This is an optimization exercise on Yosys and OpenROAD, whose aim is small area, a short achievable clock period and few clock cycles, not a production implementation.
Function was checked by simulation only, so behaviour that the tests miss may differ from the original.
Power is estimated from default activity; no workload was simulated.

<file path="run.sh">
#!/bin/bash
# synth_recipe.tcl (not shown) runs the flow's synth.tcl, then flattens the netlist and writes it again
# the make line also repeats each setting of config.mk as NAME=value (left out here)
make -C /OpenROAD-flow-scripts/flow DESIGN_CONFIG=/design/flow/config.mk WORK_HOME=/design/flow/orfs CLKGATE_MAP_FILE= SYNTH_SCRIPT=/design/flow/synth_recipe.tcl finish
</file>
<file path="config.mk">
export PLATFORM = sky130hd
export DESIGN_NAME = sorted_word_table_binary_search_top
export DESIGN_NICKNAME = sorted_word_table_binary_search_top
export VERILOG_FILES = /design/flow/design.v
export SDC_FILE = /design/flow/constraint.sdc
export NUM_CORES = 4
export LEC_CHECK = 0
export CAP_MARGIN = 20
export CORE_MARGIN = 2
export CORE_UTILIZATION = 40
export CTS_CLUSTER_DIAMETER = 100
export CTS_CLUSTER_SIZE = 25
export SETUP_SLACK_MARGIN = 2.6
export SLEW_MARGIN = 20
export TNS_END_PERCENT = 100
</file>
<file path="constraint.sdc">
create_clock -name core_clock -period 5.0 [get_ports {clk}]
set_input_delay 1.0000 -clock core_clock [delete_from_list [all_inputs] [get_ports {clk}]]
set_output_delay 1.0000 -clock core_clock [all_outputs]
set_load 0.01 [all_outputs]
</file>
<file path="design.v">
package swt_pkg;
  localparam int TABLE_DEPTH_DEF = 16;
  localparam int WORD_CHARS_DEF  = 8;
  localparam int CHAR_W      = 8;
  localparam int WORD_W      = 64;
  localparam int INDEX_W     = 4;
  localparam int COUNT_W     = 5;
  localparam int IN_TDATA_W  = 72;    
  localparam int OUT_TDATA_W = 8;     
  localparam logic [COUNT_W-1:0] ENTRY_COUNT_RST = 5'd10;
  localparam logic CMD_LOAD   = 1'b0;
  localparam logic CMD_SEARCH = 1'b1;
  localparam int QDEPTH = 5;
endpackage
module swt_table #(
  parameter int DEPTH = 16,
  parameter int WIDTH = 64,
  parameter int NCH   = 4,
  localparam int CHW  = WIDTH / NCH
) (
  input  logic                   clk,
  input  logic [DEPTH-1:0]       we,         
  input  logic [DEPTH-1:0]       keep,       
  input  logic [WIDTH-1:0]       wr_data,    
  output logic [DEPTH*NCH-1:0]   eq,         
  output logic [DEPTH*NCH-1:0]   lt          
);
  logic [DEPTH-1:0][WIDTH-1:0] mem;
  for (genvar i = 0; i < DEPTH; i++) begin : g_ent
    always_ff @(posedge clk) begin
      mem[i] <= ({WIDTH{we[i]}} & wr_data) | ({WIDTH{keep[i]}} & mem[i]);
    end
    for (genvar c = 0; c < NCH; c++) begin : g_part
      swt_digit_cmp #(.W(CHW)) u_cmp (
        .a  (mem[i][c*CHW +: CHW]),
        .b  (wr_data[c*CHW +: CHW]),
        .eq (eq[i*NCH + c]),
        .lt (lt[i*NCH + c])
      );
    end
  end
endmodule
module swt_digit_cmp #(
  parameter int W = 32           
) (
  input  logic [W-1:0] a,
  input  logic [W-1:0] b,
  output logic         eq,
  output logic         lt
);
  localparam int N = W / 2;
  localparam int L = $clog2(N);
  logic [2*N-2:0] e, l;
  function automatic logic [1:0] digit_cmp(input logic [1:0] x, input logic [1:0] y);
    unique case ({x, y})
      4'b0000, 4'b0101, 4'b1010, 4'b1111:                 digit_cmp = 2'b10;
      4'b0001, 4'b0010, 4'b0011, 4'b0110, 4'b0111, 4'b1011: digit_cmp = 2'b01;
      default:                                             digit_cmp = 2'b00;
    endcase
  endfunction
  for (genvar j = 0; j < N; j++) begin : g_digit
    assign {e[j], l[j]} = digit_cmp(a[2*j+1 -: 2], b[2*j+1 -: 2]);
  end
  for (genvar s = 1; s <= L; s++) begin : g_level
    localparam int O  = 2*N - ((2*N) >> s);         
    localparam int OP = 2*N - ((2*N) >> (s - 1));   
    for (genvar j = 0; j < (N >> s); j++) begin : g_node
      assign e[O+j] = e[OP+2*j+1] && e[OP+2*j];
      assign l[O+j] = l[OP+2*j+1] || (e[OP+2*j+1] && l[OP+2*j]);
    end
  end
  assign eq = e[2*N-2];
  assign lt = l[2*N-2];
endmodule
module sorted_word_table_binary_search_top #(
  parameter int TABLE_DEPTH = swt_pkg::TABLE_DEPTH_DEF,
  parameter int WORD_CHARS  = swt_pkg::WORD_CHARS_DEF
) (
  input  logic                              clk,
  input  logic                              rst_n,
  input  logic                              in_tvalid,
  output logic                              in_tready,
  input  logic                              in_tuser,    
  input  logic [swt_pkg::IN_TDATA_W-1:0]    in_tdata,    
  output logic                              out_tvalid,
  input  logic                              out_tready,
  output logic [swt_pkg::OUT_TDATA_W-1:0]   out_tdata,   
  input  logic                              cfg_valid,
  output logic                              cfg_ready,
  input  logic [swt_pkg::COUNT_W-1:0]       cfg_data
);
  localparam int CW = swt_pkg::CHAR_W;
  localparam int NC = WORD_CHARS;
  localparam int W  = CW * NC;
  localparam int D  = TABLE_DEPTH;
  localparam int AW = $clog2(TABLE_DEPTH);
  localparam int QD = swt_pkg::QDEPTH;
  localparam int OW = 1 + AW;                  
  localparam logic [D*D*(D+1)-1:0] ANC = 4352'h0000400020000000080000000000000000800000000000000000000000000000000000000000300000000c0000000000000000c00000000000000000000000000000000000000000000004000c0001000000000000c00010000000000000000000000000000000000000300000000d0001000040000000c0001800000000000000000000000000000000000000000400000001400040001000c00018000200000000000000000000000000000000000000000d0000000350001800c00018000300000000000000000000000000000000000000000c0001400000005c00c20018000300004000000000000000000000000000000000000c0001000340000000d300188003000060000000000000000000000000000000000000000100004000580000001ec0032000600008000000000000000000000000000000000000000000001800c200000033b000600c0c000000000000000000000000000000000000000000000000c2001880000006640c0c018100000000000000000000000000000000000000000000c0001800333000000ccd01e180000000000000000000000000000000000000000000c000180003000664000001f9c00c2000000000000000000000000000000000000000c0001800030000600c0c0000030f3000000000000000000000000000000000000000c0001800030000600c0c01e180000078640000000000000000000000000000000000c0001800030000600c0c01e1830f300000;
  localparam logic [(D+1)*D-1:0] WIN = 272'hffff7fff3fff1fff0fff07ff03ff01ff00ff007f003f001f000f0007000300010000;
  logic [swt_pkg::COUNT_W-1:0] n_r;
  assign cfg_ready = 1'b1;
  always_ff @(posedge clk) begin
    if (!rst_n) begin
      n_r <= swt_pkg::ENTRY_COUNT_RST;
    end else if (cfg_valid) begin
      n_r <= (cfg_data > swt_pkg::COUNT_W'(D)) ? swt_pkg::COUNT_W'(D) : cfg_data;
    end
  end
  logic            rdy_r;
  logic            accept;
  logic [NC-1:0]   nz, keep;
  logic [W-1:0]    canon;
  assign in_tready = rdy_r;
  assign accept    = in_tvalid && rdy_r;
  always_comb begin
    for (int c = 0; c < NC; c++) begin
      nz[c] = |in_tdata[swt_pkg::INDEX_W + c*CW +: CW];
    end
    keep[NC-1] = nz[NC-1];
    for (int c = NC-2; c >= 0; c--) begin
      keep[c] = keep[c+1] && nz[c];
    end
    for (int c = 0; c < NC; c++) begin
      canon[c*CW +: CW] = keep[c] ? in_tdata[swt_pkg::INDEX_W + c*CW +: CW] : '0;
    end
  end
  logic            q_v, q_cmd;
  logic [D-1:0]    q_we, q_keep;
  logic [W-1:0]    q_w;
  always_ff @(posedge clk) begin
    if (!rst_n) begin
      q_v    <= 1'b0;
      q_we   <= '0;
      q_keep <= '1;
    end else begin
      q_v <= accept;
      for (int i = 0; i < D; i++) begin
        q_we[i]   <=   accept && (in_tuser == swt_pkg::CMD_LOAD) && (in_tdata[AW-1:0] == AW'(i));
        q_keep[i] <= !(accept && (in_tuser == swt_pkg::CMD_LOAD) && (in_tdata[AW-1:0] == AW'(i)));
      end
    end
    q_cmd <= in_tuser;
    q_w   <= canon;
  end
  localparam int NCH = 4;                      
  logic [D*NCH-1:0] eq_p, lt_p;
  swt_table #(
    .DEPTH (D),
    .WIDTH (W),
    .NCH   (NCH)
  ) u_table (
    .clk     (clk),
    .we      (q_we),
    .keep    (q_keep),
    .wr_data (q_w),
    .eq      (eq_p),
    .lt      (lt_p)
  );
  logic              k_v, k_cmd;
  logic [D*NCH-1:0]  k_eq, k_lt;
  always_ff @(posedge clk) begin
    if (!rst_n) k_v <= 1'b0;
    else        k_v <= q_v;
    k_cmd <= q_cmd;
    k_eq  <= eq_p;
    k_lt  <= lt_p;
  end
  logic [D-1:0]        eq, lt, gt, win, hit;
  logic [D-1:0][D-1:0] ok;       
  always_comb begin
    for (int i = 0; i < D; i++) begin
      eq[i] = 1'b1;
      lt[i] = 1'b0;
      for (int c = NCH - 1; c >= 0; c--) begin
        lt[i] = lt[i] || (eq[i] && k_lt[i*NCH + c]);
        eq[i] = eq[i] && k_eq[i*NCH + c];
      end
    end
  end
  assign gt  = ~lt & ~eq;
  assign win = WIN[n_r*D +: D];
  for (genvar i = 0; i < D; i++) begin : g_hit
    for (genvar a = 0; a < D; a++) begin : g_anc
      localparam logic [D:0] T = ANC[(i*D + a)*(D+1) +: D+1];
      if (a == i || T == '0) begin : g_none
        assign ok[i][a] = 1'b1;
      end else if (a > i) begin : g_left
        assign ok[i][a] = !T[n_r] || gt[a];
      end else begin : g_right
        assign ok[i][a] = !T[n_r] || lt[a];
      end
    end
    assign hit[i] = (k_cmd == swt_pkg::CMD_SEARCH) && win[i] && eq[i] && (&ok[i]);
  end
  logic            h_v;
  logic [D-1:0]    h_hit;
  logic [OW-1:0]   res;
  always_ff @(posedge clk) begin
    if (!rst_n) h_v <= 1'b0;
    else        h_v <= k_v;
    h_hit <= hit;
  end
  always_comb begin
    res = '0;
    for (int i = 0; i < D; i++) begin
      if (h_hit[i]) res = res | OW'({AW'(i), 1'b1});
    end
  end
  logic [QD-1:0]           qv_r, qv_nxt;
  logic [QD-1:0][OW-1:0]   qd_r, qd_nxt;
  logic                    pop;
  logic [$clog2(QD+1)-1:0] occ_r, occ_nxt;
  assign pop = out_tready && qv_r[0];
  always_comb begin
    for (int k = 0; k < QD; k++) begin
      logic up_v, below_v, below_pop_v;
      logic [OW-1:0] up_d;
      up_v        = (k + 1 < QD) ? qv_r[(k + 1) % QD] : 1'b0;
      up_d        = qd_r[(k + 1) % QD];
      below_v     = (k == 0) || qv_r[(k + QD - 1) % QD];
      below_pop_v = (k == 0) || qv_r[k];
      if (pop) begin
        qv_nxt[k] = up_v || (h_v && below_pop_v);
        qd_nxt[k] = up_v ? up_d : res;
      end else begin
        qv_nxt[k] = qv_r[k] || (h_v && below_v);
        qd_nxt[k] = qv_r[k] ? qd_r[k] : res;
      end
    end
  end
  always_ff @(posedge clk) begin
    if (!rst_n) qv_r <= '0;
    else        qv_r <= qv_nxt;
    qd_r <= qd_nxt;
  end
  assign occ_nxt = occ_r + (accept ? 1'b1 : 1'b0) - (pop ? 1'b1 : 1'b0);
  always_ff @(posedge clk) begin
    if (!rst_n) begin
      occ_r <= '0;
      rdy_r <= 1'b1;
    end else begin
      occ_r <= occ_nxt;
      rdy_r <= (occ_nxt < QD);
    end
  end
  assign out_tvalid = qv_r[0];
  assign out_tdata  = swt_pkg::OUT_TDATA_W'(qd_r[0]);
endmodule
</file>
==> impl_results.md, run 1 <==
* Status: complete, no violations
* FF-to-FF setup slack at roughly 2.6 ns
* Min cycle time layout at 2.41 ns
* RSZ-0062 raised after global routing: yes
* Mapped Cells at between 6,000 and 7,000
* # nets final at 6,227
* Post-CTS Hold Fix Bufs at 0
* Filler cells at 14,600
* Placed cell areas at 63,100 um2
* Core Region at 152,000 um2
* Hold crit path type: reg2reg
* Post-route cell area at 65,900 um2
* Commonest non-fill, non-tap cell in the layout: dfxtp_1
* Clk network pwr share at 0.230
* Startpoint Class: register
* Clock skew at 0.0375 ns
* H-tree Lvls at 2
* Clock transition at the registers of the reported paths at about 0.1 ns
* Hold WS at 0.339 ns
* Root buffer cell: clkbuf_16
* Largest net degree at the start of global routing at 65
* Post-synth top flop: dfxtp_1
* Area occupied by multi-input gates at 32,100 um2
* Ratio of cells with drive above 1 in the final layout at 0.0754
* Setup TNS at 0 ns
* R2r endpoint: qd_r[0]
* Critical path endpoint category: register
* Internal power at 17.2 mW
* Share of flip-flops with an asynchronous set or reset at 0
* Leakage at 25.1 nW
* Pwr Density at 377 nW/um2
* Die X at 394 um
* Post-synthesis cell area at roughly 61,000 um2
* Final setup fails at 0
* Die Y at 394 um
* WHS Path Cells at 0
* P&R area growth vs syn at 8.21%
* Initial Util at 0.402
* Vias at 47,900
* Yosys cell types at 78
* Vias in the first global route at between 40,000 and 50,000
* Post-DP HPWL at 122,000 um
* Hold Crit Endpoint: k_cmd
* Port Buffers at 85
* Post-Route WL at 191,000 um
* Final hold viol count at 0
* Origin of the critical flop-to-flop path: h_hit[6]
* First-pass GRT wire length at 285,000 um
* Sw power at 7.61 mW
* Sequential cell area at about 26,000 um2
* Kind of critical path: reg2reg
* Worst Path Max Fanout at 6
* Net Sw Frac at 0.306
* Initial antenna violation count at 3
* Final core occ at 0.435
* Hold path start: q_cmd
* Gate power share at 0.223
* Remaining antenna violation count after routing at 0
* # DRC at 0
* Seq cells post-synth at 1,304
* TritonCTS clock tree: built
* Final Cycle Share at 0.481
* Clk buf depth at 3
* Io pins at 94
* First-pass iteration count of the detailed router at 6
* Full die area at 155,000 um2
* Initial drt markers at 3,828
* Drt wl/cell at 23.4 um
* Worst Path Arrival at between 2 and 3 ns
* Global Route Usage Sum at 0.234
* Sequential share of power at 0.547
* Final WS setup at 2.59 ns
* Worst Tran Pin Value at 1.06 ns
* Pre-CTS setup slack at 1.15 ns
* Synth warn at 3
* Clock sink count at 1,304
* Max Clk Rate at 0.415 GHz
* Routability cong. at 0.923
* Site Rows at 143
* Clock latency on the worst-skew pair at 0.74 ns
* Seq/Total Area, Yosys at 0.430
* CTS Buf Count at 59
* Max transition margin at 0.286
* Vias per cell at 5.86
* GRT overflow at 0
* Crit path required time at ~5.5 ns
* Max Cap Viol at 0
* Maximum VDD drop at ~0.00032 V
* Post-synth EDFFs at 5
* Reg2reg path depth at 3
* Synthesized area per cell at between 9 and 10 um2
* Final Max Tran Viols at 0
* Most frequent cells in the layout: dfxtp_1, a22o_1, xor2_1
==> state kept, by name (all words and copies together) (netlist names) <==
signal and cells:
h_v 1, q_we 16, n_r 5, occ_r 3
u_table.mem 1024, k_lt 60, q_cmd 1, qd_r 25
h_hit 16, k_eq 64, rdy_r 1, k_cmd 1
q_w 64, q_v 1, k_v 1, qv_r 5
q_keep 16
==> area by class of cell <==
class / count / share of cell area
diodes: 2 / 0.0000760
clock buffers: 62 / 0.0229
clock inverters: 8 / 0.00158
inverters: 183 / 0.0120
multi-input cells: 4302 / 0.487
flip-flops and latches: 1304 / 0.399
well taps: 2030 / 0.0385
repair buffers: 278 / 0.0381
repair inverters: 3 / 0.000266
==> repair_timing <==
item,in CTS,in global routing
pin swaps,3,1
cloned,3,2
setup endpoints to repair,140,72
buffers inserted,33,33
gates resized for setup,115,70
==> Yosys cell counts (all sizes together), types with 5 or more instances <==
library cell	count	area [um2]
nand2b	298	1870
o21a	11	82.6
o22ai	58	363
nor3b	5	37.5
dfxtp	1299	26000
a31oi	21	131
a21o	21	158
nor2b	66	413
mux2	11	124
a211o	22	193
nor4	118	738
a211oi	108	821
nand4	77	482
clkinv	13	48.8
or4	12	90.1
nor3	37	185
buf	218	996
xnor2	292	2560
o21ai	202	1010
xor2	447	3920
nand3b	6	45.0
clkbuf	354	1330
ha	12	150
and4	14	123
nor2	224	841
a2bb2oi	27	236
nand2	242	908
o2111ai	49	429
and2	57	357
and3	46	288
o31ai	5	37.5
a2111oi	10	93.8
mux2i	14	140
a221oi	22	193
a222oi	6	60.1
a21boi	12	90.1
edfxtp	5	150
maj3	322	3240
o21bai	13	97.6
a22o	1042	9130
nand3	137	686
a21oi	158	795
o211ai	30	225
inv	170	638
==> worst max-delay path, stage by stage, from the launching register on <==
cell and delay (ns):
dfxtp_1 0.32, nor4_2 0.91, nand4_1 0.51, mux2_2 0.42
==> metal layers <==
metal  global-route usage  part of all wire  vias to the layer above
li1                     -                 -                    22500
met1                0.324              0.46                    23700
met2                0.381              0.46                     1400
met3               0.0223             0.053                      249
met4               0.0796             0.033                        0
met5                    0                 0                        -
==> kinds of logic after synthesis <==
kind of cell	count (synthesis)	synth area share
buffers and inverters	755	0.0495
DFF	1304	0.430
adders and majority gates	335	0.0559
other	2	0.000123
AOI/OAI and AO/OA	1844	0.236
xor gates and xnor gates	739	0.106
muxes	25	0.00434
and+or+nand+nor	1354	0.118
==> metrics by stage <==
step                      total power, mW  cells
after CTS                            24.8   8135
after global routing                 26.1   8170
after floorplan                      17.7   6360
after global placement               19.0   8029
final                                24.8   8172
after detailed placement             19.1   8029
==> worst max-delay path by stage <==
stage / startpoint / endpoint / depth (start not counted)
after detailed placement: in_tdata[62] / q_w[0] / 7
after global routing: q_w[55] / k_lt[59] / 5
after CTS: n_r[0] / h_hit[8] / 7
final: h_hit[6] / qd_r[0] / 3
after global placement: in_tdata[60] / q_w[6] / 7
after floorplan: in_tdata[58] / q_w[0] / 9
==> power groups by stage <==
stage               combinational [mW]  sequential [mW]  clock (mW)
floorplan                         4.40             13.3           0
global placement                  5.25             13.7           0
detailed placement                5.34             13.8           0
CTS                               5.44             13.5        5.86
global route                      6.09             13.8        6.20
finish                            5.52             13.6        5.71
Testbench counts, summed over its fixed seeds: cycles 2,080.
==> inputs of run 2 (changes only) <==
--- a/config.mk
+++ b/config.mk
@@ -11,5 +11,5 @@
 export CTS_CLUSTER_DIAMETER = 100
 export CTS_CLUSTER_SIZE = 25
-export SETUP_SLACK_MARGIN = 2.6
+export SETUP_SLACK_MARGIN = 2.8
 export SLEW_MARGIN = 20
 export TNS_END_PERCENT = 100
==> run 2 against run 1 <==
Effect of this change:
- synthesized area stayed put
- non-clock buffer count grew 135
- cell count up 1.7%
- clock skew is 0.0022 ns lower
- sequential share of layout area is 1.3 points lower
- clock-buffer cell count rose by 4
- die area did not move
- total power increased by 1.5%
- largest power group unchanged
==> impl_results.md, run 2 <==
* Post-route cell area at 68,300 um2 (+3.6%)
* Clock transition at the registers of the reported paths at 0.11 ns (about the same)
* Initial Util at 0.402 (unchanged)
* Initial drt markers at 4,723 (+23%)
* Startpoint Class: register
* Min cycle time layout at 2.36 ns (-0.0520 ns)
* RSZ-0062 raised after global routing: yes
* Clock sink count at 1,304 (unchanged)
* Global Route Usage Sum at 0.244 (+0.00992)
* Synthesized area per cell at 9.58 um2 (unchanged)
* H-tree Lvls at 2 (unchanged)
* Yosys cell types at 78 (unchanged)
* Most frequent cells in the layout: dfxtp_1, a22o_1, xor2_1
* Largest net degree at the start of global routing at 65 (unchanged)
* Sequential share of power at 0.538 (-0.009)
* Seq/Total Area, Yosys at 0.430 (unchanged)
* Post-CTS Hold Fix Bufs at 0 (unchanged)
* Final hold viol count at 0 (unchanged)
* Hold crit path type: reg2reg
* Synth warn at 3 (unchanged)
* Reg with most FFs: u_table.mem
* Commonest non-fill, non-tap cell in the layout: dfxtp_1
* Mapped Cells at 6,358 (unchanged)
* Pre-CTS setup slack at 1.15 ns (-0.000610 ns)
* Post-DP HPWL at 123,000 um (+1.2%)
* Share of flip-flops with an asynchronous set or reset at 0 (unchanged)
* Worst Tran Pin Value at 1.26 ns (+0.200 ns)
* Yosys top cell by area: dfxtp_1
* Ratio of cells with drive above 1 in the final layout at 0.110 (+0.0346)
* Leakage at 26.3 nW (+4.5%)
* Filler cells at 14,400 (-1.2%)
* Die Y at 394 um (unchanged)
* Clk buf depth at 3 (unchanged)
* Pwr Density at 369 nW/um2 (-2.0%)
* First-pass iteration count of the detailed router at 6 (unchanged)
* Crit path required time at 5.64 ns (+0.13 ns)
* TritonCTS clock tree: built
* Die X at 394 um (unchanged)
* Max Clk Rate at 0.425 GHz (+2.2%)
* Gate power share at 0.234 (+0.011)
* Maximum VDD drop at 0.000287 V (-11%)
* P&R area growth vs syn at 12.1%
* Critical path endpoint category: register
* Status: complete, no violations
* Net Sw Frac at 0.310 (+0.00387)
* Post-synth top flop: dfxtp_1
* # nets final at 6,365 (+2.2%)
* Worst Path Arrival at 3.00 ns (+0.09 ns)
* Post-synthesis cell area at 60,900 um2 (unchanged)
* Setup TNS at 0 ns (unchanged)
* Io pins at 94 (unchanged)
* Top-count cell post-synth: dfxtp_1
* First-pass GRT wire length at 294,000 um (+3.3%)
* Remaining antenna violation count after routing at 0 (unchanged)
* Vias in the first global route at 45,800 (+0.76%)
* Port Buffers at 85 (unchanged)
* Area occupied by multi-input gates at 32,500 um2 (+1.4%)
* Sequential cell area at 26,400 um2 (+0.19%)
* Drt wl/cell at 24.3 um (+4.0%)
* FF-to-FF setup slack at 2.64 ns (+0.05 ns)
* Non-filler instance count after layout at 8,313 (+1.7%)
* Final Cycle Share at 0.471 (-0.0104)
* Post-Route WL at 202,000 um (+5.8%)
* Final Max Tran Viols at 0 (unchanged)
* Placed cell areas at 63,100 um2 (about the same)
* Clock latency on the worst-skew pair at 0.76 ns (+0.02 ns)
* Initial antenna violation count at 6 (+3)
* CTS Buf Count at 59 (unchanged)
* Max Cap Viol at 0 (unchanged)
* Post-synth EDFFs at 5 (unchanged)
* Regs by FF count: u_table.mem (1024), k_eq (64), q_w (64)
* Site Rows at 143 (unchanged)
* Sw power at 7.82 mW (+2.8%)
* Yosys top cell area share at 0.427 (unchanged)
* Vias per cell at 5.97 (+1.9%)
* Max transition margin at 0.150 (-0.135)
* Top post-synthesis cells by count: dfxtp_1, a22o_1, xor2_1
* Clk network pwr share at 0.227 (-0.003)
* Root buffer cell: clkbuf_16
* Vias at 49,600 (+3.7%)
* # placed instances at 8,025 (-0.050%)
* GRT overflow at 0 (unchanged)
* Largest register FFs at 1,024 (unchanged)
* Routability cong. at 0.935 (+1.3%)
* Full die area at 155,000 um2 (unchanged)
* Hold WS at 0.331 ns (-0.00793 ns)
* Seq cells post-synth at 1,304 (unchanged)
* Internal power at 17.4 mW (+0.94%)
* # DRC at 0 (unchanged)
* Worst Path Max Fanout at 5 (-1)
* Ranking of synthesized cells by area: dfxtp_1, a22o_1, xor2_1, maj3_1, xnor2_1
* Core Region at 152,000 um2 (unchanged)
* Clock skew at 0.0352 ns (-0.00222 ns)
* Final setup fails at 0 (unchanged)
* Final WS setup at 2.64 ns (+0.0520 ns)
* Kind of critical path: reg2reg
## run 2: cells by family (layout without fill, tap and decap cells)
kind of cell / count (synthesis) / count (layout) / share of synthesized area
adders and majority gates: 335 / 335 / 0.0559
AOI/OAI and AO/OA: 1844 / 1844 / 0.236
muxes: 25 / 25 / 0.00434
other: 2 / 5 / 0.000123
DFF: 1304 / 1304 / 0.430
xor gates and xnor gates: 739 / 739 / 0.106
buffers and inverters: 755 / 676 / 0.0495
and+or+nand+nor: 1354 / 1355 / 0.118
## run 2: routing by layer
metal / GRT usage / routed length (um) / vias up
li1: - / - / 22800
met1: 0.340 / 91300 / 24900
met2: 0.397 / 92900 / 1643
met3: 0.0244 / 12100 / 264
met4: 0.0764 / 6000 / 2
met5: 0 / 13 / -
## run 2: layout make-up
class / count / share of cell area
inverter: 183 / 0.0124
antenna: 1 / 0.0000367
timing repair inverter: 6 / 0.000587
sequential: 1304 / 0.386
tap: 2030 / 0.0372
timing repair buffer: 413 / 0.0629
multi-input combinational: 4302 / 0.477
clock buffer: 66 / 0.0226
clock inverter: 8 / 0.00119
## run 2: per-stage QoR
stage          utilization  power [mW]
5_1_grt              0.450        26.4
2_1_floorplan            -        17.7
4_1_cts              0.441        25.1
6_report             0.450        25.2
3_5_place_dp         0.416        19.1
3_3_place_gp         0.416        19.0
## run 2: final timing paths
path	endpoint	startpoint	depth (start not counted)
setup / recovery	qd_r[11]	h_hit[3]	5
setup reg to reg	qd_r[11]	h_hit[3]	5
hold reg to reg	k_cmd	q_cmd	0
hold / removal	k_cmd	q_cmd	0
## run 2: what timing repair did
action                                  CTS  global route
pin swaps                                15            20
endpoints found under the setup margin  170           119
hold endpoints to repair                  0             0
gates cloned                             16             7
resized for setup                       284           134
buffers inserted                        112            78
## run 2: power by group through the flow
stage	Combinational, mW	Clock, mW	Sequential [mW]
floorplan	4.40	0	13.3
global placement	5.27	0	13.7
detailed placement	5.37	0	13.7
CTS	5.69	5.86	13.5
global route	6.46	6.19	13.8
finish	5.90	5.73	13.6
## run 2: critical path: stages (launching register included)
cell,delay (ns)
dfxtp_1,0.34
nor4_1,1.06
nand2_1,0.32
mux2_2,0.38
nand2_1,0.07
o21ai_0,0.07
==> inputs of run 3 (changes only) <==
--- a/config.mk
+++ b/config.mk
@@ -11,5 +11,5 @@
 export CTS_CLUSTER_DIAMETER = 100
 export CTS_CLUSTER_SIZE = 25
-export SETUP_SLACK_MARGIN = 2.8
+export SETUP_SLACK_MARGIN = 3.0
 export SLEW_MARGIN = 20
 export TNS_END_PERCENT = 100
==> run 3 against run 2 <==
Effect of this change:
- first-iteration DRC count increased by 6.8%
- sequential cell count unchanged
- die area unchanged
- clock power increased by 2%
- sequential power about the same
- synthesized area unchanged
- critical endpoint is now out_tdata[0]
- highest routed layer unchanged
==> impl_results.md, run 3 <==
* Regs by FF count: u_table.mem (1024), k_eq (64), q_w (64)
* Overall power at 25.9 mW (+2.7%)
* Crit-path slowest cell: edfxtp_1
* Hold crit path type: reg2reg
* Worst Tran Pin Value at 1.00 ns (-0.261 ns)
* Synthesized area per cell at 9.58 um2 (unchanged)
* Clock skew at 0.0619 ns (+0.0267 ns)
* Reg with most FFs: u_table.mem
* Final core occ at 0.474 (+0.0236)
* Most frequent cells in the layout: dfxtp_1, a22o_1, xor2_1
* Setup TNS at 0 ns (unchanged)
* First-pass iteration count of the detailed router at 6 (unchanged)
* Clock sink count at 1,304 (unchanged)
* Seq cells post-synth at 1,304 (unchanged)
* Leakage at 27.9 nW (+6.2%)
* Vias per cell at 5.99 (+0.36%)
* Commonest non-fill, non-tap cell in the layout: dfxtp_1
* Remaining antenna violation count after routing at 0 (unchanged)
* Pre-CTS setup slack at 1.21 ns (+0.0549 ns)
* TritonCTS clock tree: built
* Clk buf depth at 3 (unchanged)
* Final Cycle Share at 0.455 (-0.0160)
* Yosys top cell area share at 0.427 (unchanged)
* Startpoint Class: register
* Largest register FFs at 1,024 (unchanged)
* Vias in the first global route at 46,700 (+1.9%)
* Seq/Total Area, Yosys at 0.430 (unchanged)
* CP delay by family, top: flip-flops
* Status: complete, no violations
* Io pins at 94 (unchanged)
* Top-count cell post-synth: dfxtp_1
* Min cycle time layout at 2.27 ns (-0.0802 ns)
* Top post-synthesis cells by count: dfxtp_1, a22o_1, xor2_1
* Largest net degree at the start of global routing at 65 (unchanged)
* Max Clk Rate at 0.440 GHz (+3.5%)
* Post-Route WL at 212,000 um (+5.1%)
* Clock latency on the worst-skew pair at 0.76 ns (about the same)
* Max transition margin at 0.332 (+0.182)
* Post-synthesis cell area at 60,900 um2 (unchanged)
* First-pass GRT wire length at 306,000 um (+3.8%)
* Crit path cell chain: buf_2
* Crit path required time at 4.00 ns (-1.64 ns)
* Site Rows at 143 (unchanged)
* # nets final at 6,553 (+3.0%)
* Drt wl/cell at 25.0 um (+2.7%)
* Post-DP HPWL at 122,000 um (-0.66%)
* Final setup fails at 0 (unchanged)
* Port Buffers at 85 (unchanged)
* Pwr Density at 360 nW/um2 (-2.4%)
* Ratio of cells with drive above 1 in the final layout at 0.176 (+0.0662)
* Final WS setup at 2.73 ns (+0.0802 ns)
* Vias at 50,900 (+2.6%)
* Initial Util at 0.402 (unchanged)
* GRT overflow at 0 (unchanged)
* CTS Buf Count at 60 (+1.7%)
* Root buffer cell: clkbuf_16
* Max Cap Viol at 0 (unchanged)
* Largest stage delay, worst path at 0.37 ns (-0.69 ns)
* Final Max Tran Viols at 0 (unchanged)
* Yosys cell types at 78 (unchanged)
* P&R area growth vs syn at 18.0%
* Mapped Cells at 6,358 (unchanged)
* Worst Path Arrival at 1.27 ns (-1.73 ns)
* Critical path endpoint category: primary output
* Share of flip-flops with an asynchronous set or reset at 0 (unchanged)
* # placed instances at 8,028 (+0.037%)
* Synth warn at 3 (unchanged)
* Die X at 394 um (unchanged)
* Post-synth top flop: dfxtp_1
* Yosys top cell by area: dfxtp_1
* Initial antenna violation count at 3 (-3)
* Kind of critical path: reg2out
* # DRC at 0 (unchanged)
* H-tree Lvls at 2 (unchanged)
* Routability cong. at 0.934 (-0.17%)
* Non-filler instance count after layout at 8,502 (+2.3%)
* RSZ-0062 raised after global routing: yes
* Final hold viol count at 0 (unchanged)
* Maximum VDD drop at 0.000338 V (+18%)
* Crit path buffers/inverters at 1 (+1)
* Die Y at 394 um (unchanged)
* Post-synth EDFFs at 5 (unchanged)
* Clock transition at the registers of the reported paths at 0.10 ns (about the same)
* Ranking of synthesized cells by area: dfxtp_1, a22o_1, xor2_1, maj3_1, xnor2_1
* Global Route Usage Sum at 0.255 (+0.0105)
* Worst Path Max Fanout at 1 (-4)
* Full die area at 155,000 um2 (unchanged)
* Initial drt markers at 5,043 (+6.8%)
* Core Region at 152,000 um2 (unchanged)
run 3: cell counts after synthesis:
No cell type changed its count.
run 3: where the power goes:
part	internal [mW]	switching, mW	total [mW]	leakage (nW)
combinational	3.45	3.02	6.48	16.3
sequential	12.0	1.57	13.6	10.8
clock	2.26	3.55	5.82	0.815
total	17.7	8.15	25.9	27.9
run 3: final timing paths:
kind,from,end,slack [ns],cells past startpoint
max reg2reg,q_w[40],k_lt[18],2.86,7
min,q_cmd,k_cmd,0.33,0
min reg2reg,q_cmd,k_cmd,0.33,0
max,qd_r[0],out_tdata[0],2.73,1
run 3: per-stage QoR:
step                      instance area (um2)  hold WS [ns]
final                                   71800         0.333
after detailed placement                63100         0.316
after global placement                  63100         0.318
after CTS                               69200         0.338
after global routing                    71800         0.348
after floorplan                         61000         0.310
run 3: cell families after synthesis:
group           after synthesis  synth area share
simple gates               1354             0.118
fa+ha+maj                   335            0.0559
other cells                   2          0.000123
compound gates             1844             0.236
mux                          25           0.00434
flops                      1304             0.430
buf+inv                     755            0.0495
xor+xnor                    739             0.106
run 3: metal layers:
metal	GRT usage	vias up	share of wire
li1	-	23200	-
met5	0	-	0.00013
met4	0.0885	4	0.036
met3	0.0276	347	0.066
met1	0.357	25500	0.44
met2	0.406	1881	0.45
run 3: timing repair:
action / CTS / global route
hold buffers: 0 / 0
setup endpoints to repair: 222 / 149
cloned: 34 / 12
setup buffers: 215 / 136
resized for setup: 519 / 373
pin swaps: 49 / 148
run 3: cell type report:
class                   instances  area (um2)
inverters                     183         887
repair inverters                6        40.0
well taps                    2030        2540
fillers                     14000       79700
clock buffers                  67        1570
repair buffers                599        6570
multi-input cells            4303       33700
flip-flops and latches       1304       26400
clock inverters                 7        97.6
diodes                          3        7.51
==> inputs of run 4 (changes only) <==
--- a/design.v
+++ b/design.v
@@ -230,8 +230,22 @@
     end
   end
-  always_ff @(posedge clk) begin
-    if (!rst_n) qv_r <= '0;
-    else        qv_r <= qv_nxt;
-    qd_r <= qd_nxt;
+  logic          nv0_r;
+  logic          hold0, take0;
+  logic [OW-1:0] out_nxt;
+  assign hold0   = qv_r[0] && !out_tready;
+  assign take0   = nv0_r || out_tready;          
+  assign out_nxt = ({OW{hold0}} & qd_r[0]) | ({OW{take0}} & ((pop && qv_r[1]) ? qd_r[1] : res));
+  always_ff @(posedge clk) begin
+    if (!rst_n) begin
+      qv_r  <= '0;
+      nv0_r <= 1'b1;
+    end else begin
+      qv_r  <= qv_nxt;
+      nv0_r <= !qv_nxt[0];
+    end
+    qd_r[0] <= out_nxt;
+    for (int k = 1; k < QD; k++) begin
+      qd_r[k] <= qd_nxt[k];
+    end
   end
   assign occ_nxt = occ_r + (accept ? 1'b1 : 1'b0) - (pop ? 1'b1 : 1'b0);
==> run 4 against run 3 <==
Effect of this change:
- register-to-register slack lost 0.11 ns
- via count shrank 1.7%
- worst hold slack gained 0.013 ns
- largest power group unchanged
- total power shrank 0.56%
- sequential power is essentially flat
- synthesized cell count shrank 0.69%
- utilization shrank 0.68 points
- sequential share of layout area grew 0.61 points
- critical path depth grew 8
- critical endpoint is now h_hit[0]
- clock skew is essentially flat
- critical path type is now reg2reg
==> impl_results.md, run 4 <==
* Internal power at 17.7 mW (-0.33%)
* GRT overflow at 0 (unchanged)
* Remaining antenna violation count after routing at 0 (unchanged)
* Regs by FF count: u_table.mem (1024), k_eq (64), q_w (64)
* Final Cycle Share at 0.449 (-0.00566)
* Largest net degree at the start of global routing at 65 (unchanged)
* Crit path required time at 5.63 ns (+1.63 ns)
* Post-synth top flop: dfxtp_1
* TritonCTS clock tree: built
* # DRC at 0 (unchanged)
* Synthesized area per cell at 9.63 um2 (+0.56%)
* Worst Tran Pin Value at 1.06 ns (+0.0565 ns)
* H-tree Lvls at 2 (unchanged)
* Clock skew at 0.0615 ns (-0.000399 ns)
* Leakage at 27.3 nW (-2.1%)
* Initial antenna violation count at 1 (-2)
* Vias in the first global route at 46,600 (-0.19%)
* Initial Util at 0.402 (about the same)
* Setup TNS at 0 ns (unchanged)
* Yosys top cell by area: dfxtp_1
* Final hold viol count at 0 (unchanged)
* Post-Route WL at 204,000 um (-4.1%)
* Max Cap Viol at 0 (unchanged)
* Commonest non-fill, non-tap cell in the layout: dfxtp_1
* Post-synthesis cell area at 60,800 um2 (-0.14%)
* Yosys top cell area share at 0.428 (+0.000909)
* CTS Buf Count at 60 (unchanged)
* Site Rows at 143 (unchanged)
* P&R area growth vs syn at 16.3%
* Overall power at 25.7 mW (-0.56%)
* Hold WS at 0.346 ns (+0.0131 ns)
* Clock latency on the worst-skew pair at 0.74 ns (-0.02 ns)
* Startpoint Class: register
* Synth warn at 3 (unchanged)
* Core Region at 151,000 um2 (-0.12%)
* Final WS setup at 2.75 ns (+0.0283 ns)
* Maximum VDD drop at 0.000313 V (-7.3%)
* Die X at 394 um (about the same)
* Sw power at 8.06 mW (-1.1%)
* Clock transition at the registers of the reported paths at 0.10 ns (about the same)
* Largest register FFs at 1,024 (unchanged)
* Net Sw Frac at 0.313 (-0.00160)
* First-pass GRT wire length at 300,000 um (-2.0%)
* Share of flip-flops with an asynchronous set or reset at 0 (unchanged)
* Filler cells at 14,200 (+1.2%)
* Ranking of synthesized cells by area: dfxtp_1, a22o_1, xor2_1, maj3_1, xnor2_1
* Drt wl/cell at 24.4 um (-2.5%)
* Die Y at 394 um (about the same)
* Sequential share of power at 0.529 (+0.004)
* Vias per cell at 5.98 (about the same)
* Vias at 50,100 (-1.7%)
* Clk buf depth at 3 (unchanged)
* Min cycle time layout at 2.25 ns (-0.0283 ns)
* Clock sink count at 1,305 (+0.077%)
* Max Clk Rate at 0.445 GHz (+1.3%)
* Mapped Cells at 6,314 (-0.69%)
* Seq/Total Area, Yosys at 0.430 (+0.000912)
* Final setup fails at 0 (unchanged)
* Top post-synthesis cells by count: dfxtp_1, a22o_1, xor2_1
* Reg with most FFs: u_table.mem
* Routability cong. at 0.938 (+0.48%)
* Hold crit path type: reg2reg
* Full die area at 155,000 um2 (-0.13%)
* First-pass iteration count of the detailed router at 6 (unchanged)
* Port Buffers at 85 (unchanged)
* # nets final at 6,414 (-2.1%)
* Clk network pwr share at 0.225 (about the same)
* Critical path endpoint category: register
* Gate power share at 0.246 (-0.004)
* Yosys cell types at 78 (unchanged)
* Seq cells post-synth at 1,305 (+0.077%)
* Pwr Density at 364 nW/um2 (+1.0%)
* Max transition margin at 0.295 (-0.0377)
* Status: complete, no violations
* Top-count cell post-synth: dfxtp_1
* Worst Path Arrival at 2.87 ns (+1.60 ns)
* Final Max Tran Viols at 0 (unchanged)
* Io pins at 94 (unchanged)
* Post-DP HPWL at 119,000 um (-3.0%)
* Global Route Usage Sum at 0.248 (-0.00687)
* Pre-CTS setup slack at 1.27 ns (+0.0673 ns)
* Initial drt markers at 4,728 (-6.2%)
* Root buffer cell: clkbuf_16
* Most frequent cells in the layout: dfxtp_1, a22o_1, xor2_1
* Kind of critical path: reg2reg
* Post-synth EDFFs at 5 (unchanged)
* Worst Path Max Fanout at 6 (+5)
* RSZ-0062 raised after global routing: yes
* Ratio of cells with drive above 1 in the final layout at 0.157 (-0.0191)
run 4: cell count changes in the layout (fill, tap and decap cells not counted), moves of 24 or more:
| cell | delta |
|---|---|
| and3_1 | -24 |
| buf_4 | -74 |
| clkinvlp_4 | -25 |
| maj3_1 | +34 |
| maj3_2 | -25 |
| nand2_1 | -29 |
| nand2b_1 | -31 |
| o21ai_0 | -34 |
| o21ai_1 | +28 |
run 4: logic make-up (layout without fill, tap and decap cells):
family,Yosys count,in the layout,synth area share
buffers and inverters,746,762,0.0494
adders and majority gates,339,339,0.0564
other,2,7,0.000123
DFF,1305,1305,0.430
xor gates and xnor gates,752,752,0.108
AOI/OAI and AO/OA,1869,1869,0.240
muxes,21,21,0.00366
and+or+nand+nor,1280,1281,0.112
run 4: path summary, 6_finish.rpt:
check,startpoint,to,slack (ns),cells past startpoint
min,q_cmd,k_cmd,0.35,0
max,n_r[1],h_hit[0],2.75,9
max reg2reg,n_r[1],h_hit[0],2.75,9
min reg2reg,q_cmd,k_cmd,0.35,0
run 4: final cells by class:
cell class	count	area (um2)	area share
Timing Repair inverter	1	7.51	0.000106
Inverter	178	857	0.0121
Sequential cell	1305	26400	0.374
Clock buffer	66	1570	0.0221
Multi-Input combinational cell	4266	33500	0.473
Tap cell	2030	2540	0.0359
Timing Repair Buffer	511	5730	0.0810
Clock inverter	6	106	0.00150
Antenna cell	3	7.51	0.000106
run 4: power by group through the flow:
stage	sequential, mW	combinational (mW)	clock (mW)
after detailed placement	13.8	5.35	0
final	13.6	6.34	5.79
after global routing	13.8	6.90	6.27
after global placement	13.8	5.25	0
after floorplan	13.3	4.44	0
after CTS	13.5	5.98	5.94
run 4: worst max-delay path, cell delays in order, from the launching register on:
cell and delay, ns:
dfxtp_4 0.39, inv_4 0.06, ha_4 0.19, and4bb_4 0.22, a21oi_4 0.17, nand2b_4 0.16
o211ai_1 0.14, a211o_1 0.32, buf_4 0.16, a2111oi_4 0.32
run 4: through the flow:
stage,cells,util,area [um2]
after floorplan,6316,-,61000
after global placement,7968,0.415,62900
after detailed placement,7968,0.415,62900
after CTS,8256,0.454,68700
after global routing,8363,0.467,70700
final,8366,0.467,70700
run 4: repair_timing:
item,4_1_cts,5_1_grt
endpoints found under the setup margin,208,167
hold buffers,0,0
buffers inserted,194,100
pin swaps,68,113
resized for setup,508,285
cloned,22,7
run 4: metal layers:
metal	GRT usage	routed length [um]	vias to the layer above
met2	0.389	91300	1768
met5	0	0	-
met4	0.0772	6630	0
met3	0.0277	13200	281
li1	-	-	22900
met1	0.356	92700	25100
Testbench counts of run 4, summed over its fixed seeds: cycles 2,080.
==> inputs of run 5 (changes only) <==
--- a/config.mk
+++ b/config.mk
@@ -11,5 +11,5 @@
 export CTS_CLUSTER_DIAMETER = 100
 export CTS_CLUSTER_SIZE = 25
-export SETUP_SLACK_MARGIN = 3.0
+export SETUP_SLACK_MARGIN = 2.9
 export SLEW_MARGIN = 20
 export TNS_END_PERCENT = 100
==> run 5 against run 4 <==
Effect of this change:
- still clean
- clock-buffer cell count did not move
- synthesized area unchanged
- non-clock buffer count fell by 103
- total power fell by 1.5%
- cell count shrank 1.2%
- sequential cell count stayed put
- final area decreased by 3.2%
- via count down 1.5%
- utilization shrank 1.5 points
- highest routed layer is now met5
==> impl_results.md, run 5 <==
* Vias per cell at 5.96 (-0.35%)
* Site Rows at 143 (unchanged)
* Yosys top cell by area: dfxtp_1
* # DRC at 0 (unchanged)
* Share of flip-flops with an asynchronous set or reset at 0 (unchanged)
* Status: complete, no violations
* Filler cells at 14,400 (+1.3%)
* Clock skew at 0.0725 ns (+0.0110 ns)
* Mapped Cells at 6,314 (unchanged)
* Most frequent cells in the layout: dfxtp_1, a22o_1, xor2_1
* Leakage at 26.2 nW (-4.0%)
* Seq/Total Area, Yosys at 0.430 (unchanged)
* Post-route cell area at 68,500 um2 (-3.2%)
* Pwr Density at 370 nW/um2 (+1.8%)
* Simple-Gate Fraction of Synth Area at 0.112 (unchanged)
* Largest net degree at the start of global routing at 65 (unchanged)
* Initial antenna violation count at 5 (+4)
* Yosys cell types at 78 (unchanged)
* Top-count cell post-synth: dfxtp_1
* Clock transition at the registers of the reported paths at 0.10 ns (about the same)
* Initial drt markers at 4,340 (-8.2%)
* Post-DP HPWL at 119,000 um (+0.47%)
* Placed cell areas at 62,900 um2 (about the same)
* Worst Path Max Fanout at 2 (-4)
* Reg2reg path depth at 8 (-1)
* Routability cong. at 0.952 (+1.4%)
* Complex-gate fraction of the synthesized area at 0.240 (unchanged)
* Crit-path slowest cell: dfxtp_4
* Xor-xnor portion of the synthesized cell area at 0.108 (unchanged)
* GRT overflow at 0 (unchanged)
* Startpoint Class: register
* Critical path endpoint category: primary output
* Vias at 49,300 (-1.5%)
* Global Route Usage Sum at 0.240 (-0.00765)
* Hold crit path type: reg2reg
* Combinational family with the most area after synthesis: compound AO/OA/AOI/OAI gates
* Crit path required time at 4.00 ns (-1.63 ns)
* Hold path start: q_cmd
* WHS Path Cells at 0 (unchanged)
* Core Region at 151,000 um2 (unchanged)
* Kind of critical path: reg2out
* Port Buffers at 85 (unchanged)
* Remaining antenna violation count after routing at 0 (unchanged)
* Initial Util at 0.402 (unchanged)
* Area occupied by multi-input gates at 32,600 um2 (-2.6%)
* Synth warn at 3 (unchanged)
* Final setup fails at 0 (unchanged)
* CTS Buf Count at 60 (unchanged)
* Worst Path Arrival at 1.21 ns (-1.66 ns)
* Post-Route WL at 199,000 um (-2.2%)
* # nets final at 6,312 (-1.6%)
* Clock sink count at 1,305 (unchanged)
* Post-synth top flop: dfxtp_1
* Final WS setup at 2.79 ns (+0.0354 ns)
* Crit path cell chain: buf_6
* Adder-cell share of the synthesized area at 0.0564 (unchanged)
* TritonCTS clock tree: built
* Final hold viol count at 0 (unchanged)
* Synthesized area per cell at 9.63 um2 (unchanged)
* Max Cap Viol at 0 (unchanged)
* Max transition margin at 0.276 (-0.0188)
* Seq cells post-synth at 1,305 (unchanged)
* Io pins at 94 (unchanged)
* Clock latency on the worst-skew pair at 0.74 ns (about the same)
* Die Y at 394 um (unchanged)
* CP delay by family, top: flip-flops
* Final Max Tran Viols at 0 (unchanged)
* Max Clk Rate at 0.452 GHz (+1.6%)
* Sequential cell area at 26,400 um2 (about the same)
* RSZ-0062 raised after global routing: yes
* R2r endpoint: h_hit[11]
* Clk buf depth at 3 (unchanged)
* Post-synthesis cell area at 60,800 um2 (unchanged)
* P&R area growth vs syn at 12.6%
* Setup TNS at 0 ns (unchanged)
* Post-CTS Hold Fix Bufs at 0 (unchanged)
* Drt wl/cell at 24.1 um (-1.1%)
* Vias in the first global route at 45,900 (-1.5%)
* # placed instances at 7,971 (+0.038%)
* First-pass GRT wire length at 291,000 um (-2.7%)
* Final Cycle Share at 0.442 (-0.00709)
* Ranking of synthesized cells by area: dfxtp_1, a22o_1, xor2_1, maj3_1, xnor2_1
* FF-to-FF setup slack at 2.86 ns (+0.11 ns)
* Root buffer cell: clkbuf_16
* Ratio of cells with drive above 1 in the final layout at 0.115 (-0.0417)
* Full die area at 155,000 um2 (unchanged)
* Crit path buffers/inverters at 1 (-1)
* Regs by FF count: u_table.mem (1024), k_eq (64), q_w (64)
* H-tree Lvls at 2 (unchanged)
* Commonest non-fill, non-tap cell in the layout: dfxtp_1
* Die X at 394 um (unchanged)
* First-pass iteration count of the detailed router at 6 (unchanged)
* Post-synth EDFFs at 5 (unchanged)
* Pre-CTS setup slack at 1.28 ns (+0.00910 ns)
* Min cycle time layout at 2.21 ns (-0.0354 ns)
* Non-filler instance count after layout at 8,269 (-1.2%)
* Reg with most FFs: u_table.mem
* Top post-synthesis cells by count: dfxtp_1, a22o_1, xor2_1
* Multiplexer area fraction after synthesis at 0.00366 (unchanged)
* Worst Tran Pin Value at 1.09 ns (+0.0283 ns)
* Overall power at 25.4 mW (-1.5%)
* Hold Crit Endpoint: k_cmd
* Yosys top cell area share at 0.428 (unchanged)
* Maximum VDD drop at 0.000317 V (+1.1%)
* Largest register FFs at 1,024 (unchanged)
* Largest stage delay, worst path at 0.36 ns (-0.03 ns)
* Origin of the critical flop-to-flop path: n_r[1]
run 5: kinds of logic after synthesis:
family / Yosys count
flops: 1305
fa+ha+maj: 339
mux: 21
xor+xnor: 752
simple gates: 1280
other cells: 2
compound gates: 1869
buf+inv: 746
run 5: area by class of cell:
| type | instances | share of cell area |
|---|---|---|
| multi-input combinational | 4267 | 0.476 |
| sequential | 1305 | 0.386 |
| timing repair buffer | 408 | 0.0646 |
| tap | 2030 | 0.0371 |
| clock buffer | 66 | 0.0224 |
| inverter | 178 | 0.0116 |
| clock inverter | 11 | 0.00194 |
| timing repair inverter | 1 | 0.000110 |
| antenna | 3 | 0.000110 |
run 5: repair_timing:
item                                    4_1_cts  5_1_grt
gates cloned                                 13       11
pin swaps                                    29       33
endpoints found under the hold margin         0        0
gates resized for setup                     374      113
endpoints found under the setup margin      184      137
setup buffers                               109       85
run 5: how the worst max path moves through the flow:
stage                 startpoint    endpoint  slack [ns]  cells after the start
global route             qv_r[0]  out_tvalid        2.75                      1
CTS                      qv_r[0]  out_tvalid        2.75                      1
floorplan             out_tready       rdy_r        2.42                     11
finish                   qv_r[0]  out_tvalid        2.79                      1
global placement    in_tdata[60]      q_w[1]        1.31                      7
detailed placement  in_tdata[60]      q_w[1]        1.28                      7
run 5: per-stage QoR:
step | utilization | hold WS, ns
finish | 0.452 | 0.392
global route | 0.452 | 0.401
CTS | 0.444 | 0.395
detailed placement | 0.415 | 0.370
global placement | 0.415 | 0.388
floorplan | - | 0.310
run 5: report_power, final:
part	internal [mW]	switching, mW	leakage [nW]
clock network	2.27	3.50	0.820
registers	12.0	1.55	10.8
logic	3.19	2.80	14.6
run 5: metal layers:
layer / track usage / routed length [um] / vias up
li1: - / - / 22700
met1: 0.340 / 91400 / 24700
met2: 0.388 / 90500 / 1653
met3: 0.0259 / 12500 / 243
met4: 0.0641 / 4960 / 2
met5: 0 / 18 / -
==> inputs of run 6 (changes only) <==
--- a/config.mk
+++ b/config.mk
@@ -8,7 +8,8 @@
 export CAP_MARGIN = 20
 export CORE_MARGIN = 2
-export CORE_UTILIZATION = 40
+export CORE_UTILIZATION = 55
 export CTS_CLUSTER_DIAMETER = 100
 export CTS_CLUSTER_SIZE = 25
+export PLACE_DENSITY = 0.7
 export SETUP_SLACK_MARGIN = 2.9
 export SLEW_MARGIN = 20
==> run 6 against run 5 <==
Effect of this change:
- still clean
- via count is 1.0% higher
- maximum frequency is 1.5% higher
- critical path depth stayed put
- cell count is 6.9% lower
- synthesized cell count stayed put
- global-route usage is 8.4 points higher
- worst hold slack better by 0.033 ns
==> impl_results.md, run 6 <==
* Sequential cell area at 26,400 um2 (about the same)
* Regs by FF count: u_table.mem (1024), k_eq (64), q_w (64)
* Final hold viol count at 0 (unchanged)
* Leakage at 26.3 nW (+0.16%)
* TritonCTS clock tree: built
* Mapped Cells at 6,314 (unchanged)
* Post-synth top flop: dfxtp_1
* Vias in the first global route at 46,100 (+0.43%)
* Setup TNS at 0 ns (unchanged)
* Critical path endpoint category: primary output
* Multiplexer area fraction after synthesis at 0.00366 (unchanged)
* CP delay by family, top: flip-flops
* Crit path buffers/inverters at 1 (unchanged)
* Pwr Density at 372 nW/um2 (+0.39%)
* RSZ-0062 raised after global routing: yes
* Adder-cell share of the synthesized area at 0.0564 (unchanged)
* Largest register FFs at 1,024 (unchanged)
* Commonest non-fill, non-tap cell in the layout: dfxtp_1
* Top post-synthesis cells by count: dfxtp_1, a22o_1, xor2_1
* Filler cells at 9,111 (-37%)
* Maximum VDD drop at 0.000303 V (-4.2%)
* Port Buffers at 85 (unchanged)
* R2r endpoint: k_lt[39]
* Vias per cell at 6.47 (+8.5%)
* Most frequent cells in the layout: dfxtp_1, a22o_1, xor2_1
* Max Clk Rate at 0.459 GHz (+1.5%)
* Placed cell areas at 62,100 um2 (-1.2%)
* Origin of the critical flop-to-flop path: q_w[59]
* Crit path launch: qv_r[0]
* Share of flip-flops with an asynchronous set or reset at 0 (unchanged)
* Die X at 337 um (-15%)
* Clk buf depth at 3 (unchanged)
* Initial drt markers at 5,276 (+22%)
* Vias at 49,800 (+1.0%)
* Setup crit end: out_tvalid
* Yosys top cell area share at 0.428 (unchanged)
* Synth warn at 3 (unchanged)
* Hold WS at 0.425 ns (+0.0329 ns)
* Post-DP HPWL at 113,000 um (-5.2%)
* Non-filler instance count after layout at 7,702 (-6.9%)
* Post-CTS Hold Fix Bufs at 0 (unchanged)
* Simple-Gate Fraction of Synth Area at 0.112 (unchanged)
* Final setup fails at 0 (unchanged)
* Ratio of cells with drive above 1 in the final layout at 0.116 (+0.00101)
* Worst Tran Pin Value at 1.07 ns (-0.0113 ns)
* Full die area at 113,000 um2 (-27%)
* H-tree Lvls at 2 (unchanged)
* Seq/Total Area, Yosys at 0.430 (unchanged)
* Reg2reg path depth at 7 (-1)
* Number of stages on the worst setup path at 1 (unchanged)
* Site Rows at 121 (-15%)
* # placed instances at 7,415 (-7.0%)
* Worst Path Arrival at 1.18 ns (-0.03 ns)
* Reg with most FFs: u_table.mem
* Seq cells post-synth at 1,305 (unchanged)
* Clock latency on the worst-skew pair at 0.74 ns (about the same)
* Xor-xnor portion of the synthesized cell area at 0.108 (unchanged)
* Drt wl/cell at 25.0 um (+3.7%)
* Final Cycle Share at 0.436 (-0.00667)
* # nets final at 6,308 (-0.063%)
* Ranking of synthesized cells by area: dfxtp_1, a22o_1, xor2_1, maj3_1, xnor2_1
* Post-Route WL at 193,000 um (-3.4%)
* Final core occ at 0.622 (+0.170)
* Area occupied by multi-input gates at 32,800 um2 (+0.60%)
* Initial Util at 0.556 (+0.155)
* Post-synthesis cell area at 60,800 um2 (unchanged)
* Final Max Tran Viols at 0 (unchanged)
* Yosys cell types at 78 (unchanged)
* Crit path cell chain: buf_6
* Hold crit path type: in2reg
* GRT overflow at 0 (unchanged)
* CTS Buf Count at 59 (-1.7%)
* Clock transition at the registers of the reported paths at 0.10 ns (about the same)
* Post-route cell area at 68,000 um2 (-0.66%)
* # DRC at 0 (unchanged)
* Status: complete, no violations
* Io pins at 94 (unchanged)
* Crit path required time at 4.00 ns (about the same)
* P&R area growth vs syn at 11.8%
* Clock skew at 0.0355 ns (-0.0369 ns)
* Yosys top cell by area: dfxtp_1
* Max Cap Viol at 0 (unchanged)
* Max transition margin at 0.283 (+0.00751)
* Complex-gate fraction of the synthesized area at 0.240 (unchanged)
* Clock sink count at 1,305 (unchanged)
* FF-to-FF setup slack at 2.83 ns (-0.03 ns)
* Combinational family with the most area after synthesis: compound AO/OA/AOI/OAI gates
* Routability cong. at 0.967 (+1.7%)
* Largest stage delay, worst path at 0.36 ns (about the same)
* Root buffer cell: clkbuf_16
* Startpoint Class: register
* Min cycle time layout at 2.18 ns (-0.0333 ns)
* Crit-path slowest cell: dfxtp_4
* Kind of critical path: reg2out
* Top-count cell post-synth: dfxtp_1
* Largest net degree at the start of global routing at 65 (unchanged)
* Post-synth EDFFs at 5 (unchanged)
* First-pass iteration count of the detailed router at 6 (unchanged)
* Core Region at 109,000 um2 (-28%)
* Global Route Usage Sum at 0.324 (+0.0840)
* Initial antenna violation count at 4 (-1)
* Remaining antenna violation count after routing at 0 (unchanged)
* Synthesized area per cell at 9.63 um2 (unchanged)
* Worst Path Max Fanout at 2 (unchanged)
* Die Y at 337 um (-15%)
* First-pass GRT wire length at 284,000 um (-2.5%)
## run 6: metrics by stage
stage          power [mW]  worst slack (ns)
6_report             25.3              2.82
5_1_grt              26.4              2.78
4_1_cts              25.0              2.79
3_5_place_dp         19.1             0.930
3_3_place_gp         19.0             0.956
2_1_floorplan        17.7              2.42
## run 6: area by class of cell
| cell class | count | share of cell area |
|---|---|---|
| Multi-Input combinational cell | 4267 | 0.482 |
| Sequential cell | 1305 | 0.388 |
| Timing Repair Buffer | 405 | 0.0667 |
| Tap cell | 1476 | 0.0272 |
| Clock buffer | 65 | 0.0226 |
| Inverter | 178 | 0.0118 |
| Clock inverter | 4 | 0.00110 |
| Timing Repair inverter | 1 | 0.000110 |
| Antenna cell | 1 | 0.0000368 |
## run 6: power by group
| part | switching, mW | total, mW | internal [mW] | leakage [nW] |
|---|---|---|---|---|
| clock | 3.42 | 5.63 | 2.21 | 0.790 |
| combinational | 2.85 | 6.06 | 3.22 | 14.7 |
| sequential | 1.56 | 13.6 | 12.0 | 10.8 |
## run 6: worst min path at each step
| stage | endpoint | start | cells past startpoint | slack [ns] |
|---|---|---|---|---|
| floorplan | k_cmd | q_cmd | 0 | 0.31 |
| global placement | k_v | q_v | 1 | 0.42 |
| detailed placement | h_v | k_v | 1 | 0.42 |
| CTS | h_v | k_v | 1 | 0.44 |
| global route | q_w[62] | in_tdata[66] | 1 | 0.42 |
| finish | q_w[62] | in_tdata[66] | 1 | 0.42 |
## run 6: logic make-up after synthesis
family / Yosys count
compound gates: 1869
flops: 1305
simple gates: 1280
xor+xnor: 752
buf+inv: 746
fa+ha+maj: 339
mux: 21
other cells: 2
## run 6: per-layer routing
layer,global-route usage,part of all wire,vias to the layer above
met2,0.509,0.44,2071
met4,0.123,0.039,2
met1,0.450,0.44,24700
met5,0,0.000042,-
li1,-,-,22700
met3,0.0492,0.078,301
## run 6: repair_timing
| item | in CTS | in global routing |
|---|---|---|
| buffers inserted | 109 | 80 |
| pin swaps | 33 | 28 |
| endpoints found under the setup margin | 196 | 128 |
| resized for setup | 372 | 165 |
| gates cloned | 19 | 9 |
==> inputs of run 7 (changes only) <==
--- a/config.mk
+++ b/config.mk
@@ -8,8 +8,7 @@
 export CAP_MARGIN = 20
 export CORE_MARGIN = 2
-export CORE_UTILIZATION = 55
-export CTS_CLUSTER_DIAMETER = 100
-export CTS_CLUSTER_SIZE = 25
-export PLACE_DENSITY = 0.7
+export CORE_UTILIZATION = 40
+export CTS_CLUSTER_DIAMETER = 60
+export CTS_CLUSTER_SIZE = 20
 export SETUP_SLACK_MARGIN = 2.9
 export SLEW_MARGIN = 20
==> run 7 against run 6 <==
Effect of this change:
- still clean
- register-to-register slack worse by 0.02 ns
- routed wire length grew 4.2%
- total power rose by 17%
- clock power rose by 77%
- die area rose by 37%
- maximum frequency is 2.4% lower
- highest routed layer unchanged
==> impl_results.md, run 7 <==
* Status: complete, no violations
* Yosys top cell area share at 0.428 (unchanged)
* Vias at 49,800 (-0.038%)
* Overall power at 29.5 mW (+17%)
* Most frequent cells in the layout: dfxtp_1, a22o_1, xor2_1
* Origin of the critical flop-to-flop path: n_r[0]
* Final Cycle Share at 0.446 (+0.0106)
* Full die area at 155,000 um2 (+37%)
* GRT overflow at 0 (unchanged)
* Largest register FFs at 1,024 (unchanged)
* Initial drt markers at 4,401 (-17%)
* CTS Buf Count at 115 (+95%)
* Clock latency on the worst-skew pair at 0.78 ns (+0.04 ns)
* Startpoint Class: register
* Combinational family with the most area after synthesis: compound AO/OA/AOI/OAI gates
* Max transition margin at 0.268 (-0.0154)
* Xor-xnor portion of the synthesized cell area at 0.108 (unchanged)
* Placed cell areas at 62,900 um2 (+1.2%)
* Synth warn at 3 (unchanged)
* CP delay by family, top: flip-flops
* Top-count cell post-synth: dfxtp_1
* Remaining antenna violation count after routing at 0 (unchanged)
* Global Route Usage Sum at 0.242 (-0.0818)
* H-tree Lvls at 3 (+1)
* Largest net degree at the start of global routing at 65 (unchanged)
* # nets final at 6,354 (+0.73%)
* Seq cells post-synth at 1,305 (unchanged)
* Adder-cell share of the synthesized area at 0.0564 (unchanged)
* Worst Path Max Fanout at 2 (unchanged)
* Hold crit path type: reg2reg
* Initial antenna violation count at 4 (unchanged)
* Post-synthesis cell area at 60,800 um2 (unchanged)
* Post-route cell area at 70,900 um2 (+4.2%)
* Share of flip-flops with an asynchronous set or reset at 0 (unchanged)
* Initial Util at 0.402 (-0.155)
* Number of stages on the worst setup path at 1 (unchanged)
* Reg with most FFs: u_table.mem
* Final WS setup at 2.77 ns (-0.0531 ns)
* Pwr Density at 417 nW/um2 (+12%)
* Post-DP HPWL at 119,000 um (+5.5%)
* Clock transition at the registers of the reported paths at 0.08 ns (-0.02 ns)
* Leakage at 27.4 nW (+4.3%)
* P&R area growth vs syn at 16.5%
* Ranking of synthesized cells by area: dfxtp_1, a22o_1, xor2_1, maj3_1, xnor2_1
* Synthesized area per cell at 9.63 um2 (unchanged)
* Critical path endpoint category: primary output
* Largest stage delay, worst path at 0.35 ns (about the same)
* Crit path cell chain: buf_6
* Max Clk Rate at 0.448 GHz (-2.4%)
* Yosys top cell by area: dfxtp_1
* Yosys cell types at 78 (unchanged)
* Multiplexer area fraction after synthesis at 0.00366 (unchanged)
* Commonest non-fill, non-tap cell in the layout: dfxtp_1
* First-pass GRT wire length at 293,000 um (+3.3%)
* Final Max Tran Viols at 0 (unchanged)
* Clk buf depth at 3 (unchanged)
* # placed instances at 7,971 (+7.5%)
* Top post-synthesis cells by count: dfxtp_1, a22o_1, xor2_1
* First-pass iteration count of the detailed router at 8 (+2)
* Ratio of cells with drive above 1 in the final layout at 0.132 (+0.0155)
* RSZ-0062 raised after global routing: yes
* Seq/Total Area, Yosys at 0.430 (unchanged)
* Simple-Gate Fraction of Synth Area at 0.112 (unchanged)
* Crit path required time at 4.00 ns (about the same)
* Filler cells at 14,100 (+55%)
* Core Region at 151,000 um2 (+38%)
* Setup TNS at 0 ns (unchanged)
* WHS Path Cells at 0 (-1)
* Max Cap Viol at 0 (unchanged)
* Worst Path Arrival at 1.23 ns (+0.05 ns)
* Drt wl/cell at 23.9 um (-4.4%)
* Final core occ at 0.468 (-0.154)
* Min cycle time layout at 2.23 ns (+0.0531 ns)
* Clock skew at 0.0554 ns (+0.0199 ns)
* Vias in the first global route at 46,400 (+0.74%)
* Site Rows at 143 (+18%)
* Io pins at 94 (unchanged)
* Final hold viol count at 0 (unchanged)
* Clock sink count at 1,305 (unchanged)
* Port Buffers at 85 (unchanged)
* Die X at 394 um (+17%)
* # DRC at 0 (unchanged)
* Final setup fails at 0 (unchanged)
* Post-synth EDFFs at 5 (unchanged)
* Mapped Cells at 6,314 (unchanged)
* Reg2reg path depth at 9 (+2)
* Post-Route WL at 201,000 um (+4.2%)
* Non-filler instance count after layout at 8,397 (+9.0%)
* TritonCTS clock tree: built
* Die Y at 394 um (+17%)
* Crit-path slowest cell: dfxtp_4
* Worst Tran Pin Value at 1.10 ns (+0.0231 ns)
* Crit path buffers/inverters at 1 (unchanged)
* Kind of critical path: reg2out
* Maximum VDD drop at 0.000295 V (-2.8%)
* Hold path start: q_cmd
* Routability cong. at 0.952 (-1.6%)
* Crit path launch: qv_r[0]
* Regs by FF count: u_table.mem (1024), k_eq (64), q_w (64)
* Hold WS at 0.394 ns (-0.0306 ns)
* Root buffer cell: clkbuf_16
* Vias per cell at 5.93 (-8.3%)
* Post-synth top flop: dfxtp_1
* Pre-CTS setup slack at 1.28 ns (+0.354 ns)
* Complex-gate fraction of the synthesized area at 0.240 (unchanged)
-- run 7: cell types whose count changed in the layout (fill, tap and decap cells not counted), moves of 6 or more --
cell / delta
clkinv_4: +10
clkbuf_16: +56
nor4_2: -6
clkdlybuf4s50_1: -7
clkinvlp_4: +10
clkinv_8: +11
bufinv_16: +11
inv_6: +23
nor4_1: +6
inv_8: +17
dfxtp_1: -7
-- run 7: power breakdown --
group / internal [mW] / leakage (nW) / switching, mW
Sequential: 12.0 / 10.8 / 1.57
Clock: 5.19 / 2.04 / 4.78
Combinational: 3.17 / 14.6 / 2.78
Total: 20.4 / 27.4 / 9.12
-- run 7: kinds of logic (layout without fill, tap and decap cells) --
group / Yosys count / in the layout
AOI/OAI and AO/OA: 1869 / 1869
xor gates and xnor gates: 752 / 752
adders and majority gates: 339 / 339
buffers and inverters: 746 / 793
DFF: 1305 / 1305
muxes: 21 / 21
other: 2 / 7
and+or+nand+nor: 1280 / 1281
-- run 7: layout make-up --
| cell class | instances | area (um2) | share of cell area |
|---|---|---|---|
| timing repair inverter | 3 | 17.5 | 0.000247 |
| sequential | 1305 | 26400 | 0.373 |
| clock buffer | 126 | 3010 | 0.0425 |
| tap | 2030 | 2540 | 0.0358 |
| antenna | 3 | 7.51 | 0.000106 |
| timing repair buffer | 394 | 4270 | 0.0602 |
| multi-input combinational | 4266 | 32600 | 0.460 |
| clock inverter | 92 | 1240 | 0.0175 |
| inverter | 178 | 792 | 0.0112 |
-- run 7: worst reg2reg max path: cells and delay by family (launching register included) --
family | cells | cell delay [ns]
DFF | 1 | 0.37
AOI/OAI and AO/OA | 2 | 0.59
buffers and inverters | 2 | 0.26
and+or+nand+nor | 3 | 0.40
adders and majority gates | 1 | 0.20
muxes | 1 | 0.27
-- run 7: repair_timing --
item	CTS	global route
setup endpoints to repair	182	132
setup buffers	105	76
resized for setup	352	130
pin swaps	24	30
gates cloned	13	11
hold buffers	0	0
-- run 7: worst paths after layout --
path                end  slack, ns
max          out_tvalid       2.77
min               k_cmd       0.39
max reg2reg    h_hit[0]       2.81
min reg2reg       k_cmd       0.39
-- run 7: routing by layer --
layer  share of wire  vias up  track usage
met2            0.45     1681        0.389
met1            0.45    24900        0.339
met3           0.066      272       0.0306
met5         0.00013        -            0
met4           0.027        4       0.0735
li1                -    23000            -

separate check: timing with driven ports:
The results above use ideal ports. As a check the final layouts listed here were re-extracted and re-timed, cells and wires unchanged.
Step 1: set_driving_cell puts a clkbuf_16 on clk and a buf_2 on each other input, an assumption about the parent block.
Step 2 times the ports against the registers' clock, not the clock port: input delays grow and output delays shrink by t, the midpoint of the rising clock arrivals with the driver on.
Slacks: ideal ports / drivers / drivers and shift; pairs: ideal ports / drivers.
| run | shift t [ns] | setup slack, ns | worst setup path at the end | clock arrival spread, ns |
|---|---|---|---|---|
| run 1 | 0.809 | 2.593 / 2.574 / 1.969 | input to register | 0.052 / 0.052 |
| run 2 | 0.816 | 2.645 / 2.643 / 2.121 | input to register | 0.044 / 0.045 |
| run 3 | 0.812 | 2.725 / 2.646 / 2.287 | input to register | 0.062 / 0.062 |
| run 4 | 0.787 | 2.753 / 2.706 / 2.236 | input to register | 0.069 / 0.069 |
| run 5 | 0.790 | 2.789 / 2.709 / 2.189 | input to register | 0.078 / 0.078 |
| run 6 | 0.796 | 2.822 / 2.750 / 2.137 | input to register | 0.039 / 0.040 |
| run 7 | 0.833 | 2.769 / 2.691 / 2.170 | input to register | 0.056 / 0.056 |
After both steps setup and hold are still met in every run listed. For run 6, which loses most, drivers alone change the setup slack by -0.072 ns; drivers and shift together by -0.685 ns.
